This is an optimization exercise on Yosys and OpenROAD, whose aim is small area and a short achievable clock period, not a production implementation. In this exercise RTL edits were held to simulation tests only and were not proved equivalent to the original.

==> flow/design.v <==
module mem_wb_stage_param #(
    parameter int DATA_W   = 32,
    parameter int ADDR_W   = 7,
    parameter int REG_W    = 5,
    parameter int READ_LAT = 3
) (
    input  logic              clk,
    input  logic              reset,
    input  logic              valid_MEM,
    input  logic              MemRead_MEM,
    input  logic              MemWrite_MEM,
    input  logic              ByteOp_MEM,
    input  logic              Unsigned_MEM,
    input  logic              ResultSrc_MEM,
    input  logic              RegWrite_MEM,
    input  logic [REG_W-1:0]  rd_MEM,
    input  logic [DATA_W-1:0] alu_result_MEM,
    input  logic [DATA_W-1:0] write_data_MEM,
    output logic              stall_MEM,
    output logic [DATA_W-1:0] mem_data_WB,
    output logic [DATA_W-1:0] alu_result_WB,
    output logic              ResultSrc_WB,
    output logic              RegWrite_WB,
    output logic              valid_WB,
    output logic [REG_W-1:0]  rd_WB
);
    localparam int DEPTH = 1 << ADDR_W;
    logic              is_store, is_load;
    logic [ADDR_W-1:0] addr;
    logic              phase;
    logic              w1, w0;           
    assign addr     = alu_result_MEM[ADDR_W-1:0];
    assign is_store = valid_MEM & MemWrite_MEM;
    assign is_load  = valid_MEM & MemRead_MEM & ~MemWrite_MEM;
    logic [DATA_W*DEPTH-1:0] mem_q;
    logic [DEPTH-1:0]        sel;         
    logic                    st_lo, st_hi;
    logic [DATA_W-1:0]       n_col;       
    always_ff @(posedge clk) phase <= ~phase;
    assign st_lo = is_store;
    assign st_hi = is_store & ~ByteOp_MEM;
    always_comb begin
        for (int b = 0; b < DATA_W; b++)
            n_col[b] = ~(((b < 8) ? st_lo : st_hi) & (write_data_MEM[b] ^ ~phase));
    end
    always_comb begin
        for (int r = 0; r < DEPTH; r++)
            sel[r] = (addr == ADDR_W'(r));
    end
    genvar gr, gb;
    generate
        for (gr = 0; gr < DEPTH; gr++) begin : g_row
            logic              a_lo, a_hi, nsel;
            logic [DATA_W-1:0] d;
            assign a_lo = sel[gr] & st_lo;
            assign a_hi = sel[gr] & st_hi;
            assign nsel = ~sel[gr];
            mem_wb_wrow #(.W(DATA_W)) u_wrow (
                .q(mem_q[gr*DATA_W +: DATA_W]), .a_lo(a_lo), .a_hi(a_hi),
                .nsel(nsel), .n_col(n_col), .d(d));
            always_ff @(posedge clk)
                mem_q[gr*DATA_W +: DATA_W] <= d;
        end
    endgenerate
    localparam int LO_W = 3;
    localparam int HI_W = ADDR_W - LO_W;
    logic [(1<<LO_W)-1:0] pre_lo_q;
    logic [(1<<HI_W)-1:0] pre_hi_q;
    always_ff @(posedge clk) begin
        for (int i = 0; i < (1 << LO_W); i++)
            pre_lo_q[i] <= (addr[LO_W-1:0] == LO_W'(i));
        for (int i = 0; i < (1 << HI_W); i++)
            pre_hi_q[i] <= (addr[ADDR_W-1:LO_W] == HI_W'(i));
    end
    logic [DEPTH-1:0] rsel;              
    always_comb begin
        for (int r = 0; r < DEPTH; r++)
            rsel[r] = pre_lo_q[r % (1 << LO_W)] & pre_hi_q[r / (1 << LO_W)];
    end
    localparam int NBANK = 2;
    localparam int BROWS = DEPTH / NBANK;       
    localparam int N3    = (BROWS - 4) / 3;     
    localparam int NGRP  = N3 + 2;              
    logic [NBANK-1:0][NGRP-1:0][DATA_W-1:0] grp_n;   
    logic [NBANK-1:0][DATA_W-1:0]           bank_w, bank_q;
    genvar gk, gg;
    generate
        for (gk = 0; gk < NBANK; gk++) begin : g_bank
            for (gg = 0; gg < N3; gg++) begin : g_rd3
                localparam int R0 = gk * BROWS + 3 * gg;
                mem_wb_rd3 #(.W(DATA_W)) u_rd3 (
                    .d0(mem_q[R0*DATA_W +: DATA_W]),     .s0(rsel[R0]),
                    .d1(mem_q[(R0+1)*DATA_W +: DATA_W]), .s1(rsel[R0+1]),
                    .d2(mem_q[(R0+2)*DATA_W +: DATA_W]), .s2(rsel[R0+2]),
                    .y_n(grp_n[gk][gg]));
            end
            for (gg = 0; gg < 2; gg++) begin : g_rd2
                localparam int R0 = gk * BROWS + 3 * N3 + 2 * gg;
                mem_wb_rd2 #(.W(DATA_W)) u_rd2 (
                    .d0(mem_q[R0*DATA_W +: DATA_W]),     .s0(rsel[R0]),
                    .d1(mem_q[(R0+1)*DATA_W +: DATA_W]), .s1(rsel[R0+1]),
                    .y_n(grp_n[gk][N3+gg]));
            end
        end
    endgenerate
    always_comb begin
        for (int k = 0; k < NBANK; k++) begin
            bank_w[k] = '1;
            for (int g = 0; g < NGRP; g++)
                bank_w[k] = bank_w[k] & grp_n[k][g];
            bank_w[k] = ~bank_w[k];
        end
    end
    always_ff @(posedge clk) bank_q <= bank_w;
    logic [DATA_W-1:0] rword, rdata, load_data;
    always_comb begin
        rword = '0;
        for (int k = 0; k < NBANK; k++)
            rword = rword | bank_q[k];
    end
    assign rdata = rword ^ {DATA_W{~phase}};
    always_comb begin
        load_data = rdata;
        if (ByteOp_MEM)
            load_data = Unsigned_MEM ? DATA_W'(rdata[7:0]) : DATA_W'($signed(rdata[7:0]));
    end
    assign stall_MEM = w1 | (~w0 & is_load);
    always_ff @(posedge clk) begin
        if (reset) begin
            w1 <= 1'b0;
            w0 <= 1'b0;
        end else begin
            w1 <= ~w1 & ~w0 & is_load;
            w0 <= w1;
        end
    end
    always_ff @(posedge clk) begin
        if (reset) begin
            mem_data_WB   <= '0;
            alu_result_WB <= '0;
            ResultSrc_WB  <= 1'b0;
            RegWrite_WB   <= 1'b0;
            valid_WB      <= 1'b0;
            rd_WB         <= '0;
        end else if (stall_MEM) begin
            valid_WB    <= 1'b0;
            RegWrite_WB <= 1'b0;
        end else begin
            valid_WB      <= valid_MEM;
            RegWrite_WB   <= valid_MEM & RegWrite_MEM;
            ResultSrc_WB  <= ResultSrc_MEM;
            rd_WB         <= rd_MEM;
            alu_result_WB <= alu_result_MEM;
            if (is_load)
                mem_data_WB <= load_data;
        end
    end
endmodule
module mem_wb_rd3 #(
    parameter int W = 32
) (
    input  logic [W-1:0] d0,
    input  logic         s0,
    input  logic [W-1:0] d1,
    input  logic         s1,
    input  logic [W-1:0] d2,
    input  logic         s2,
    output logic [W-1:0] y_n
);
    assign y_n = ~((d0 & {W{s0}}) | (d1 & {W{s1}}) | (d2 & {W{s2}}));
endmodule
module mem_wb_wrow #(
    parameter int W = 32
) (
    input  logic [W-1:0] q,
    input  logic         a_lo,
    input  logic         a_hi,
    input  logic         nsel,
    input  logic [W-1:0] n_col,
    output logic [W-1:0] d
);
    always_comb begin
        for (int b = 0; b < W; b++)
            d[b] = ~((q[b] | ((b < 8) ? a_lo : a_hi)) & (nsel | n_col[b]));
    end
endmodule
module mem_wb_rd2 #(
    parameter int W = 32
) (
    input  logic [W-1:0] d0,
    input  logic         s0,
    input  logic [W-1:0] d1,
    input  logic         s1,
    output logic [W-1:0] y_n
);
    assign y_n = ~((d0 & {W{s0}}) | (d1 & {W{s1}}));
endmodule
export LEC_CHECK = 0
export CAP_MARGIN = 20
export CORE_MARGIN = 2
export CORE_UTILIZATION = 55
export CTS_CLUSTER_DIAMETER = 80
export CTS_CLUSTER_SIZE = 30
export SETUP_SLACK_MARGIN = 2.6
export SLEW_MARGIN = 20
export SYNTH_HIERARCHICAL = 1
export SYNTH_MINIMUM_KEEP_SIZE = 0
create_clock -name core_clock -period 5.6 [get_ports {clk}]
standard.sh (not shown) runs the stock make flow with config.mk's settings and CLKGATE_MAP_FILE= SYNTH_SCRIPT=/design/flow/synth_recipe.tcl, a recipe that flattens the netlist after the stock synthesis.
==> flow/flow/run.sh <==
#!/bin/bash
# The standard layout, with the resizer free to change a cell's footprint
# (sky130hd's platform config pins it to the same footprint).
set -euo pipefail
bash standard.sh MATCH_CELL_FOOTPRINT=0 finish > standard_flow.log 2>&1
The baseline finished with timing, DRC and antenna clean.
==> next run, changes <==
==> flow/run.sh (new file) <==
#!/bin/bash
# synth_recipe.tcl (not shown) runs the flow's synth.tcl, then flattens the netlist and writes it again
# the make line also repeats each setting of config.mk as NAME=value (left out here)
make -C /OpenROAD-flow-scripts/flow DESIGN_CONFIG=/design/flow/config.mk WORK_HOME=/design/flow/orfs CLKGATE_MAP_FILE= SYNTH_SCRIPT=/design/flow/synth_recipe.tcl finish
removed: flow/flow/run.sh
removed: flow/standard.sh
Effect:
- The new run completed with no timing, DRC or antenna violations
- via count hardly moves
- final area is about the same
- clock-buffer cell count is unchanged
- routed wire length is about the same
- utilization is about the same
- global-route usage barely changes
- cell count hardly moves

[port drivers added, routing unchanged]
The flow's constraints put no driver on any port. The routed layouts listed below were extracted and timed again, unchanged, in two steps. Step 1: set_driving_cell puts a clkbuf_16 on clk and a buf_2 on each other input, an assumption about the parent block. Step 2, shift: input delay + t, output delay - t, t = (earliest + latest rising clock arrival at the registers) / 2. This alone moves slack from input paths to output paths. Three values: ideal ports, drivers, drivers and shift; two values: the first two.
| run | shift t [ns] | setup slack, ns | worst register clock-pin slew, ns |
|---|---|---|---|
| the first run | 1.029 | 2.080 / 2.080 / 1.478 | 0.12 / 0.12 |
| the second run | 1.016 | 2.144 / 2.144 / 1.373 | 0.12 / 0.12 |
After both steps every run listed still meets setup and hold. The setup slack of the second run, which loses most, moves by 0.000 ns with the drivers and by -0.771 ns with both steps.
